Source: an optimization exercise on an open RTL-to-GDS flow (aim: small area). Production flows keep margins and buffers that such runs may drop. Function was checked by simulation only, so behaviour that the tests miss may differ from the original.

// pcie_tx
module pcie_tx (
   input  logic                                    pcie_clk,
   input  logic                                    rst_reg,
   input  logic                                    wr_req,
   output logic                                    wr_ack,
   input  logic                                    wr_beat_valid,
   input  logic [pcie_tx_link_pkg::data_w-1:0]     wr_data,
   input  logic [pcie_tx_link_pkg::rem_w-1:0]      wr_rem,
   input  logic                                    wr_sof,
   input  logic                                    wr_eof,
   input  logic [2:0]                               wr_merge,
   input  logic [pcie_tx_link_pkg::mem_addr_w-1:0] wr_mem_addr_hi,
   input  logic [pcie_tx_link_pkg::mem_addr_w-1:0] wr_mem_addr_lo,
   input  logic                                    wr_mem_en_hi,
   input  logic                                    wr_mem_en_lo,
   input  logic                                    rd_req,
   output logic                                    rd_ack,
   input  logic                                    rd_beat_valid,
   input  logic [pcie_tx_link_pkg::data_w-1:0]     rd_data,
   input  logic [pcie_tx_link_pkg::rem_w-1:0]      rd_rem,
   input  logic                                    rd_sof,
   input  logic                                    rd_eof,
   input  logic                                    cm_req,
   output logic                                    cm_ack,
   input  logic                                    cm_beat_valid,
   input  logic [pcie_tx_link_pkg::data_w-1:0]     cm_data,
   input  logic [pcie_tx_link_pkg::rem_w-1:0]      cm_rem,
   input  logic                                    cm_sof,
   input  logic                                    cm_eof,
   input  logic [2:0]                               cm_merge,
   input  logic [pcie_tx_link_pkg::mem_addr_w-1:0] cm_mem_addr_hi,
   input  logic [pcie_tx_link_pkg::mem_addr_w-1:0] cm_mem_addr_lo,
   input  logic                                    cm_mem_en_hi,
   input  logic                                    cm_mem_en_lo,
   output logic [pcie_tx_link_pkg::mem_addr_w-1:0] mem_addr_hi,
   output logic [pcie_tx_link_pkg::mem_addr_w-1:0] mem_addr_lo,
   output logic                                    mem_en_hi,
   output logic                                    mem_en_lo,
   input  logic [pcie_tx_link_pkg::word_w-1:0]     mem_data_hi,
   input  logic [pcie_tx_link_pkg::word_w-1:0]     mem_data_lo,
   output logic [pcie_tx_link_pkg::data_w-1:0]     tx_data,
   output logic [pcie_tx_link_pkg::rem_w-1:0]      tx_rem,
   output logic                                    tx_sof,
   output logic                                    tx_eof,
   output logic                                    tx_valid,
   input  logic                                    tx_ready,
   input  logic [pcie_tx_arb_pkg::num_src-1:0]     tx_buf_av,
   input  logic                                    bus_master_en,
   output logic                                    tx_stall,
   output logic [31:0]                             stat_word_cnt,
   output logic [31:0]                             stat_wr_cnt,
   output logic [31:0]                             stat_rd_cnt,
   output logic [31:0]                             stat_cm_cnt
);
Size in the first run: roughly 1800 cells after synthesis, roughly 470 flip-flops, roughly 590 I/O pins.
export LEC_CHECK = 0
export CAP_MARGIN = 20
export CORE_MARGIN = 2
export CORE_UTILIZATION = 60
export CTS_BUF_LIST = sky130_fd_sc_hd__clkbuf_4
export SLEW_MARGIN = 20
create_clock -name core_clock -period 4.0 [get_ports {pcie_clk}]
standard.sh (not shown) runs the stock make flow with config.mk's settings and CLKGATE_MAP_FILE= SYNTH_SCRIPT=/design/flow/synth_recipe.tcl, a recipe that flattens the netlist after the stock synthesis.
==> flow/flow/run.sh <==
#!/bin/bash
# Standard ORFS layout, with the smallest buffer on the ports and no CTS dummy loads.
set -euo pipefail
export BUFFER_PORTS_ARGS="-buffer_cell sky130_fd_sc_hd__buf_1"
bash standard.sh > flow_standard.log 2>&1
==> next run, changes <==
==> flow/run.sh (new file) <==
#!/bin/bash
# synth_recipe.tcl (not shown) runs the flow's synth.tcl, then flattens the netlist and writes it again
# the make line also repeats each setting of config.mk as NAME=value (left out here)
make -C /OpenROAD-flow-scripts/flow DESIGN_CONFIG=/design/flow/config.mk WORK_HOME=/design/flow/orfs CLKGATE_MAP_FILE= SYNTH_SCRIPT=/design/flow/synth_recipe.tcl finish
--- a/flow/config.mk
+++ b/flow/config.mk
@@ -9,4 +9,3 @@
 export CORE_MARGIN = 2
-export CORE_UTILIZATION = 60
-export CTS_BUF_LIST = sky130_fd_sc_hd__clkbuf_4
+export CORE_UTILIZATION = 40
 export SLEW_MARGIN = 20
removed: flow/flow/run.sh
removed: flow/standard.sh
What happened:
- worst setup slack degrades by 0.28 ns
- maximum frequency shrinks by 8.6%
- clock-buffer cell count decreases by 116
- final cell count goes up by about 3.7%
- flip-flop and latch count stays the same
- routed wire length goes up by 12%
- clock skew drops by 0.012 ns
- global-route usage goes down by 7.3 points

-- port drivers added, routing unchanged --
The flow's constraints put no driver on any port. The routed layouts listed below were extracted and timed again, unchanged, in two steps. Step 1 assumes that a clkbuf_16 drives the clock port and a buf_2 every other input. Step 2 moves the port delays by t, midway between the first and last clock arrival at a register: inputs arrive t later, outputs are due t later. That takes back most of the time a late clock gives input paths. Slacks: ideal ports / drivers / drivers and shift; pairs: ideal ports / drivers.
run | t (ns) | setup WS [ns] | worst setup path after step 2
the first run | 0.802 | 1.007 / 1.002 / 1.007 | register to register
the second run | 0.639 | 0.727 / 0.667 / 0.679 | input to register
After both steps every run listed still meets setup and hold. The setup slack of the second run, which loses most, moves by -0.060 ns with the drivers and by -0.048 ns with both steps.
